From an optimization exercise on the open Yosys and OpenROAD flow, aimed at small area and a short achievable clock period; shortcuts taken in it are not production practice.
The RTL was checked by simulation tests, not by an equivalence proof against the original design.
Power is estimated from default activity; no workload was simulated.

==> flow/design.v, too long to show whole: its modules and the start of the top module <==
// module mips_bard_inv: 1 lines
// module mips_bard_nand2: 1 lines
// module mips_bard_nor2: 1 lines
// module mips_bard_nor2b: 1 lines
// module mips_bard_nand3: 1 lines
// module mips_bard_nand4: 1 lines
// module mips_bard_nor3: 1 lines
// module mips_bard_xor2: 1 lines
// module mips_bard_xnor2: 1 lines
// module mips_bard_a21o: 1 lines
// module mips_bard_aoi21: 1 lines
// module mips_bard_oai21: 1 lines
// module mips_bard_aoi22: 1 lines
// module mips_bard_mux2i: 1 lines
// module mips_bard_aoi222: 3 lines
// module mips_bard_a221o: 3 lines
// module mips_bard_nor4: 1 lines
// module mips_bard_mux2: 1 lines
// module mips_bard_regfile: 33 lines
// module mips_bard_rdec: 11 lines
// module mips_bard_rdbit: 25 lines
// module mips_bard_add32: 439 lines
// module mips_bard_core: 154 lines
// module mips_bard_rot: 19 lines
module mips_bard_core #(
   parameter logic [31:0] RESET_PC = 32'h1000_0000
) (
   input  logic        clk,
   input  logic        rst,
   input  logic [31:0] instruction,
   output logic [31:0] pc,
   output logic [31:0] data_out
);
  // ...
==> flow/run.sh <==
#!/bin/bash
# synth_recipe.tcl (not shown) runs the flow's synth.tcl, then flattens the netlist and writes it again
# the make line also repeats each setting of config.mk as NAME=value (left out here)
make -C /OpenROAD-flow-scripts/flow DESIGN_CONFIG=/design/flow/config.mk WORK_HOME=/design/flow/orfs CLKGATE_MAP_FILE= SYNTH_SCRIPT=/design/flow/synth_recipe.tcl finish
==> flow/config.mk <==
export PLATFORM = sky130hd
export DESIGN_NAME = mips_bard_core
export DESIGN_NICKNAME = mips_bard_core
export VERILOG_FILES = /design/flow/design.v
export SDC_FILE = /design/flow/constraint.sdc
export NUM_CORES = 4
export LEC_CHECK = 0
export CAP_MARGIN = 20
export CORE_MARGIN = 2
export CORE_UTILIZATION = 40
export CTS_BUF_LIST = sky130_fd_sc_hd__clkbuf_8
export SETUP_SLACK_MARGIN = 5.0
export SLEW_MARGIN = 20
export SYNTH_HIERARCHICAL = 1
export SYNTH_MINIMUM_KEEP_SIZE = 0
export TNS_END_PERCENT = 5
==> flow/constraint.sdc <==
create_clock -name core_clock -period 10.0 [get_ports {clk}]
set_input_delay 2.0000 -clock core_clock [delete_from_list [all_inputs] [get_ports {clk}]]
set_output_delay 2.0000 -clock core_clock [all_outputs]
set_load 0.01 [all_outputs]
==> flow_metrics.tcl, run 1 <==
set metrics [dict create \
    status "timing/DRC/antenna clean" \
    grt_max_degree 51 \
    start_util_pct 40.4 \
    synth_top_family_by_area "compound AO/OA/AOI/OAI gates" \
    antenna_found_initial 14 \
    yosys.area_share.simple_pct 12.1 \
    rsz0062_at_grt "true" \
    hp-start "pc_q[1]$_DFF_P_" \
    hold_viol_final 0 \
    n_all_buffers 411 \
    num_vias 46854 \
    skew_ps 50.8 \
    timing.rr.end "pc_q[1]$_DFF_P_" \
    dp_worst_setup_slack_ps 1990 \
    cts.clk_slew.worst_paths_ps 70 \
    area_share_nonclk_buffers_pct 6.07 \
    multi_input_area_share_pct 38.6 \
    design_area_um2 66900 \
    p_int_mw 7.34 \
    cts_sinks 1061 \
    dr.pass1.iters 14 \
    synth.area.top_cells "edfxtp_1, a222oi_1, nand2_1" \
    vias_per_cell 6.93 \
    synth_cells 4383 \
    n_fill_cell 11929 \
    final_util_pct 49.3 \
    hold_class "flip-flop to flip-flop" \
    finalCriticalPeriod_ps 5440 \
    finalSetupViolations 0 \
    critPathKind "primary input to flip-flop" \
    power_density_nw_per_um2 157 \
    reg2reg_depth 17 \
    met3_usage_pct 10.9 \
    endpoint "data_q[30]$_DFF_P_" \
    cts_tree "done" \
    async_reset_ff_share_pct 0 \
    use_met2_pct 47.5 \
    multi_input_area_um2 25800 \
    synth-compound-area-share_pct 19.9 \
    cts_hold_buf 0 \
    cap_violations 0 \
]
==> inputs of run 2 (changes only) <==
--- a/flow/config.mk
+++ b/flow/config.mk
@@ -11,2 +11,4 @@
 export CTS_BUF_LIST = sky130_fd_sc_hd__clkbuf_8
+export CTS_CLUSTER_DIAMETER = 60
+export CTS_CLUSTER_SIZE = 15
 export SETUP_SLACK_MARGIN = 5.0
==> flow_metrics.tcl, run 2 <==
set metrics [dict create \
    yosysUniqueCellTypes 93 \
    synth_edf_count 992 \
    hold_viol_final 0 \
    clk_latency_ps 880 \
    gr-total-overflow 0 \
    rsz0062_at_grt "true" \
    required_ps 10690 \
    yosys.area_share.simple_pct 12.1 \
    cp.arrival_ps 6160 \
    start_util_pct 40.4 \
    fp.dieH_um 374 \
    placedInstanceArea_um2 59800 \
    synth-seq-cells 1061 \
    dr.pass1.iters 14 \
    crit_buf_inv 8 \
    setup_slack_ps 4530 \
    synth_common_cells "edfxtp_1, nand2_1, a222oi_1, mux2i_1, nor2_1" \
    setup_tns_ps 0 \
    yosys.area.top_type_share_pct 54.4 \
    skew_ps 72.2 \
    fin_crit_sh_pct 54.7 \
    antenna_found_initial 10 \
    portBuffers 97 \
    final_util_pct 48.3 \
    ir_worst_vdd_uv 128 \
    cts_tree "done" \
    cpLargestDelayFamily "simple AND/OR/NAND/NOR gates" \
    area_delta_synth_final_pct 19.6 \
    synth-compound-area-share_pct 19.9 \
    critPathCaptureType "flip-flop" \
    synth_cells 4383 \
    yosysMostFrequentCell "edfxtp_1" \
    synth.largest_area_cell "edfxtp_1" \
    synth_ff_type "edfxtp_1" \
    detail_route.drc_violations 0 \
    largest_reg_flops 992 \
    regMostFlops "u_regfile.regs_q" \
    die_area_um2 140000 \
    finalCriticalPeriod_ps 5470 \
    slowest_stage "nor3_4" \
    grt_usage_pct 32.2 \
    rows 135 \
    hp-start "pc_q[1]$_DFF_P_" \
    cts_max_level 3 \
    synth.area.top_cells "edfxtp_1, a222oi_1, nand2_1" \
    grt_pass1_wl_um 324000 \
    ys_seq_area_share_pct 56.9 \
    numCtsBuffers 96 \
    hold_class "flip-flop to flip-flop" \
    reg.largest.list "u_regfile.regs_q (992), data_q (32), pc_q (32)" \
    drtAntennaViolNets 0 \
    vias_per_cell 7.01 \
    cts_hold_buf 0 \
    async_reset_ff_share_pct 0 \
    syn-num-nets 4450 \
    io-pin-count 98 \
    syn-cell-area_um2 54800 \
    grt_max_degree 51 \
    syn_avg_cell_area_um2 12.5 \
    critPathMaxFanout 7 \
    wl_per_cell_um 35.5 \
    drt_iter0_drc 9977 \
    worstPathCellList "buf_6, buf_12, buf_12, nand2b_4, or2_4, nor4_4, buf_4, buf_6, buf_12, buf_4, a222oi_1, nand2_1, nor3_4, nand2_4, mux2i_4, xnor2_4, nor2_2, nand2_1, o21ai_4, a21oi_2, o21ai_2, inv_2, a21o_1, a221o_1" \
    core_um2 136000 \
    synth-xor-area-share_pct 2.99 \
    worstSetupStartpointType "primary input" \
    critical-path-max-stage-delay_ps 440 \
    worst_slew_pin_slew_ps 1100 \
    cts_sinks 1061 \
    slew_headroom_pct 26.9 \
    design_area_um2 65500 \
    finalSetupViolations 0 \
    final_cells 6607 \
    status "timing/DRC/antenna clean" \
    drt-total-wl_um 234000 \
    hpwl_um 147000 \
    dp.cells 6295 \
    synth_mux_area_share_pct 4.73 \
    gp_congestion 1.07 \
    cts.path.max_buffers 3 \
    die_w_um 374 \
    mostFrequentLayoutCell "edfxtp_1" \
    drive_gt1_share_pct 24.0 \
    final_cell_mix "edfxtp_1, a222oi_1, nand2_1" \
    yosys_warnings 9 \
    cts.clk_slew.worst_paths_ps 80 \
    synth_fa_ha_area_share_pct 0.767 \
    synth_top_family_by_area "compound AO/OA/AOI/OAI gates" \
    dp_worst_setup_slack_ps 1990 \
    r2r_start "wb_addr_q[0]$_SDFF_PP0_" \
    fmaxAchievable_mhz 183 \
    grt_pass1_vias 43417 \
    nets 4831 \
    power_density_nw_per_um2 147 \
    critical_path.startpoint "instruction[18]" \
    critPathKind "primary input to flip-flop" \
    p_leak_nw 24.1 \
    slew_viol_final 0 \
    num_vias 46343 \
    clockRootBuffer "clkbuf_8" \
    cap_violations 0 \
    crit_path_frequent_cell "buf_12" \
]
[run 2: cell counts after synthesis]
Identical to the previous run, type by type.
[run 2: final cells by class]
class,instances,area [µm²]
fill,11967,70100
sequential,1061,31200
multi-input combinational,3069,25600
timing repair buffer,414,4160
tap,1781,2230
clock buffer,98,1350
clock inverter,57,578
inverter,122,463
antenna,5,12.5
[run 2: timing repair]
action,4_1_cts,5_1_grt
endpoints found under the setup margin,64,64
endpoints found under the hold margin,0,0
resized for setup,440,86
pin swaps,114,86
setup buffers,104,36
cloned,12,0
[run 2: routing by layer]
metal  global-route usage [%]  vias up  share of wire [%]
met5                        0        -              0.024
met4                     16.6        8                5.8
met3                     9.60      605                 14
met2                     47.1     3736                 43
met1                     43.2    23093                 37
li1                         -    18901                  -
[run 2: per-module statistics from Yosys, one instance, submodules excluded, excerpt]
module	times used	cells inside
mips_bard_a221o	32	1
mips_bard_core	1	1194
mips_bard_oai21	72	1
mips_bard_a21o	1	1
mips_bard_aoi22	64	1
mips_bard_regfile	1	992
mips_bard_mux2i	192	1
mips_bard_add32	1	98
mips_bard_inv	8	1
[run 2: worst min-delay path: cells and delay by family (launching register included)]
kind / cells / cell delay, ps
DFF: 1 / 410
AOI/OAI and AO/OA: 2 / 210
and+or+nand+nor: 1 / 80
[run 2: stage by stage]
stage	total power, mW	hold slack [ps]
floorplan	6.14	644
global route	9.87	751
detailed placement	6.63	701
global placement	6.61	708
CTS	9.49	688
finish	9.62	709
[run 2: cells by family after synthesis]
| group | after synthesis |
|---|---|
| flip-flops | 1061 |
| buffers and inverters | 254 |
| AND/OR/NAND/NOR | 1278 |
| AO/OA/AOI/OAI | 1264 |
| XOR/XNOR | 187 |
| multiplexers | 242 |
| other | 64 |
| adder cells (fa/ha/maj) | 33 |
[run 2: report_power, final]
group          internal [mW]  switching [mW]
clock network           1.12            1.60
logic                  0.577            1.19
registers               5.01           0.109
total                   6.72            2.90
[run 2: final timing paths]
check,end,cells past startpoint,slack [ps]
worst min-delay path,data_q[1]$_DFF_P_,3,710
worst min register to register,data_q[1]$_DFF_P_,3,710
worst max-delay path,data_q[0]$_DFF_P_,24,4530
worst max register to register,data_q[0]$_DFF_P_,19,4590
==> module mips_bard_rdbit, before the edit <==
module mips_bard_rdbit (
   input  logic [32:1] d_i,
   input  logic [32:1] sel_i,
   output logic        q_o
);
   logic [11:0] n;
   logic [5:0]  m;
   logic [1:0]  k;
   for (genvar g = 0; g < 10; g++) begin : g_aoi
      mips_bard_aoi222 u_aoi (
         .a1(d_i[3*g+1]), .a2(sel_i[3*g+1]),
         .b1(d_i[3*g+2]), .b2(sel_i[3*g+2]),
         .c1(d_i[3*g+3]), .c2(sel_i[3*g+3]),
         .y (n[g])
      );
   end
   mips_bard_aoi22 u_aoi_l (.a1(d_i[31]), .a2(sel_i[31]), .b1(d_i[32]), .b2(sel_i[32]), .y(n[10]));
   assign n[11] = 1'b1;
   for (genvar g = 0; g < 6; g++) begin : g_m
      mips_bard_nand2 u_m (.a(n[2*g]), .b(n[2*g+1]), .y(m[g]));
   end
   mips_bard_nor3  u_k0 (.a(m[0]), .b(m[1]), .c(m[2]), .y(k[0]));
   mips_bard_nor3  u_k1 (.a(m[3]), .b(m[4]), .c(m[5]), .y(k[1]));
   mips_bard_nand2 u_q  (.a(k[0]), .b(k[1]), .y(q_o));
endmodule
==> inputs of run 3 (changes only) <==
--- a/flow/design.v
+++ b/flow/design.v
@@ -106,5 +106,4 @@
 );
-   logic [11:0] n;
-   logic [5:0]  m;
-   logic [1:0]  k;
+   logic [10:0] n;
+   logic [2:0]  m, mi;
    for (genvar g = 0; g < 10; g++) begin : g_aoi
@@ -118,9 +117,9 @@
    mips_bard_aoi22 u_aoi_l (.a1(d_i[31]), .a2(sel_i[31]), .b1(d_i[32]), .b2(sel_i[32]), .y(n[10]));
-   assign n[11] = 1'b1;
-   for (genvar g = 0; g < 6; g++) begin : g_m
-      mips_bard_nand2 u_m (.a(n[2*g]), .b(n[2*g+1]), .y(m[g]));
+   mips_bard_nand4 u_m0 (.a(n[0]), .b(n[1]), .c(n[2]), .d(n[3]), .y(m[0]));
+   mips_bard_nand4 u_m1 (.a(n[4]), .b(n[5]), .c(n[6]), .d(n[7]), .y(m[1]));
+   mips_bard_nand3 u_m2 (.a(n[8]), .b(n[9]), .c(n[10]), .y(m[2]));
+   for (genvar g = 0; g < 3; g++) begin : g_mi
+      mips_bard_inv u_mi (.a(m[g]), .y(mi[g]));
    end
-   mips_bard_nor3  u_k0 (.a(m[0]), .b(m[1]), .c(m[2]), .y(k[0]));
-   mips_bard_nor3  u_k1 (.a(m[3]), .b(m[4]), .c(m[5]), .y(k[1]));
-   mips_bard_nand2 u_q  (.a(k[0]), .b(k[1]), .y(q_o));
+   mips_bard_nand3 u_q (.a(mi[0]), .b(mi[1]), .c(mi[2]), .y(q_o));
 endmodule
==> flow_metrics.tcl, run 3 <==
set metrics [dict create \
    critPathKind "primary input to flip-flop" \
    detail_route.drc_violations 0 \
    io-pin-count 98 \
    finalPower_mw 9.58 \
    drive_gt1_share_pct 20.5 \
    syn_avg_cell_area_um2 12.8 \
    cts_tree "done" \
    fin_crit_sh_pct 56.2 \
    num_vias 45415 \
    hpwl_um 151000 \
    finalSetupViolations 0 \
    critPathMaxFanout 32 \
    p_leak_nw 21.9 \
    hold_class "flip-flop to flip-flop" \
    syn-num-nets 4258 \
    power_density_nw_per_um2 152 \
    grt_usage_pct 32.6 \
    portBuffers 97 \
    yosys_warnings 9 \
    nets 4572 \
    final_cells 6329 \
    gp_congestion 0.988 \
    dr.pass1.iters 14 \
    cap_violations 0 \
    status "timing/DRC/antenna clean" \
    wl_per_cell_um 36.7 \
    rsz0062_at_grt "true" \
    synth-seq-cells 1061 \
    rows 134 \
    hold_viol_final 0 \
    cp.arrival_ps 6360 \
    drt_iter0_drc 11251 \
    fp.dieH_um 371 \
    mostFrequentLayoutCell "edfxtp_1" \
    largest_reg_flops 992 \
    die_area_um2 137000 \
    synth_cells 4191 \
    worstSetupStartpointType "primary input" \
    antenna_found_initial 13 \
    drtAntennaViolNets 0 \
    dp_worst_setup_slack_ps 1980 \
    grt_max_degree 61 \
    final_util_pct 47.3 \
    core_um2 133000 \
    gr-total-overflow 0 \
    synth.largest_area_cell "edfxtp_1" \
    cts.clk_slew.worst_paths_ps 90 \
    final_cell_mix "edfxtp_1, a222oi_1, inv_1" \
    clockRootBuffer "clkbuf_8" \
    placedInstanceArea_um2 58800 \
    r2r_setup_slack_ps 4600 \
    design_area_um2 63200 \
    numCtsBuffers 97 \
    ys_seq_area_share_pct 58.0 \
    skew_ps 56.3 \
    grt_pass1_wl_um 319000 \
    holdWs_ps 751 \
    yosys.area.top_type_share_pct 55.4 \
    async_reset_ff_share_pct 0 \
    synth_ff_type "edfxtp_1" \
    syn-cell-area_um2 53700 \
    cts.path.max_buffers 3 \
    clk_latency_ps 890 \
    critPathCaptureType "flip-flop" \
    setup_slack_ps 4380 \
    cts_sinks 1061 \
    required_ps 10740 \
    dp.cells 6095 \
    setup_tns_ps 0 \
    yosysMostFrequentCell "edfxtp_1" \
    synth_edf_count 992 \
    synth_common_cells "edfxtp_1, a222oi_1, inv_1, nand2_1, mux2i_1" \
    cts_max_level 3 \
    slew_headroom_pct 29.6 \
    reg.largest.list "u_regfile.regs_q (992), data_q (32), pc_q (32)" \
    synth.area.top_cells "edfxtp_1, a222oi_1, mux2i_1" \
    slew_viol_final 0 \
    start_util_pct 40.3 \
    area_delta_synth_final_pct 17.6 \
    worst_slew_pin_slew_ps 1050 \
    finalCriticalPeriod_ps 5620 \
    die_w_um 371 \
    drt-total-wl_um 232000 \
    grt_pass1_vias 41931 \
    yosysUniqueCellTypes 92 \
    ir_worst_vdd_uv 133 \
    regMostFlops "u_regfile.regs_q" \
    fmaxAchievable_mhz 178 \
    vias_per_cell 7.18 \
]
-- run 3: cell families (layout without fill, tap and decap cells) --
kind of cell / Yosys count / after routing / share of synthesized area [%]
AOI/OAI and AO/OA: 1264 / 1264 / 20.3
muxes: 242 / 242 / 4.82
other: 0 / 7 / 0
and+or+nand+nor: 958 / 958 / 9.53
buffers and inverters: 446 / 809 / 3.47
xor gates and xnor gates: 187 / 187 / 3.05
adders and majority gates: 33 / 33 / 0.782
DFF: 1061 / 1061 / 58.0
-- run 3: Yosys stat by module, one instance, submodules excluded, excerpt --
module / times used / area (µm²) / cells / flops+latches
mips_bard_nand4: 130 / 6.26 / 1 / 0
mips_bard_regfile: 1 / 29800 / 992 / 992
mips_bard_rdec: 2 / 458 / 60 / 0
mips_bard_nor4: 8 / 12.5 / 1 / 0
mips_bard_aoi22: 64 / 12.5 / 1 / 0
mips_bard_nor2: 53 / 3.75 / 1 / 0
mips_bard_xor2: 43 / 8.76 / 1 / 0
mips_bard_a221o: 32 / 10.0 / 1 / 0
mips_bard_nand3: 128 / 5.00 / 1 / 0
mips_bard_core: 1 / 8060 / 1194 / 69
mips_bard_mux2: 32 / 15.0 / 1 / 0
mips_bard_aoi222: 640 / 10.0 / 1 / 0
-- run 3: repair_timing --
item                                    CTS  global route
gates cloned                              2             0
endpoints found under the hold margin     0             0
gates resized for setup                 347            26
pin swaps                                60            13
hold buffers                              0             0
buffers inserted                         71             6
endpoints found under the setup margin   64            64
-- run 3: where the power goes --
group / internal [mW] / switching [mW] / leakage (nW)
Combinational: 0.524 / 1.18 / 10.1
Clock: 1.12 / 1.65 / 0.973
Sequential: 5.00 / 0.102 / 10.8
Total: 6.65 / 2.93 / 21.9
-- run 3: worst paths after layout --
kind,startpoint,endpoint,depth (start not counted)
min reg2reg,pc_q[1]$_DFF_P_,data_q[1]$_DFF_P_,3
min,pc_q[1]$_DFF_P_,data_q[1]$_DFF_P_,3
max reg2reg,wb_addr_q[1]$_SDFF_PP0_,data_q[22]$_DFF_P_,17
max,instruction[18],data_q[22]$_DFF_P_,19
-- run 3: cell type report --
| cell class | instances | area (µm²) |
|---|---|---|
| Antenna cell | 7 | 17.5 |
| Inverter | 314 | 1180 |
| Tap cell | 1768 | 2210 |
| Timing Repair Buffer | 347 | 3270 |
| Clock inverter | 48 | 552 |
| Fill cell | 11896 | 70300 |
| Clock buffer | 100 | 1380 |
| Multi-Input combinational cell | 2684 | 23400 |
| Sequential cell | 1061 | 31200 |
-- run 3: routing by layer --
metal | global-route usage (%) | part of all wire (%) | vias to the layer above
met5 | 0 | 0.016 | -
met4 | 13.6 | 4.5 | 6
met3 | 10.7 | 15 | 503
met2 | 46.5 | 42 | 3701
met1 | 45.2 | 38 | 22850
li1 | - | - | 18355
-- run 3: worst max-delay path: stages --
cell and delay [ps]:
clkdlybuf4s15_2 260, buf_12 160, nand2b_4 160, or2_4 210
nor3_4 60, buf_8 220, a222oi_1 400, nand4_1 500
inv_1 200, nand3_2 220, mux2i_4 280, xnor2_4 290
o21ai_1 190, a21oi_2 180, o21ai_1 130, a21oi_2 190
o21ai_4 120, xnor2_2 190, a221o_1 370

static timing again, ports no longer ideal:
Ports are ideal in the flow. The routed layouts listed here were re-timed in OpenROAD. Step 1 (the two cells are an assumption about what drives the block):
set clk [get_ports {clk}]
set_driving_cell -lib_cell sky130_fd_sc_hd__clkbuf_16 $clk
set_driving_cell -lib_cell sky130_fd_sc_hd__buf_2 [delete_from_list [all_inputs] $clk]
Step 2, shift: input delay + t, output delay - t, t = (earliest + latest rising clock arrival at the registers) / 2. This alone moves slack from input paths to output paths. Slacks: no drivers / after step 1 / after step 2; pairs: no drivers / after step 1.
run	shift t [ns]	slack for setup (ns)	worst slew at a driven data input, ns
run 1	0.974	4.563 / 4.541 / 3.566	0.17
run 2	0.913	4.533 / 4.455 / 3.542	0.18
run 3	0.929	4.383 / 4.350 / 3.420	0.12
After both steps setup and hold are still met in every run listed. For run 1, which loses most, drivers alone change the setup slack by -0.022 ns; drivers and shift together by -0.997 ns.
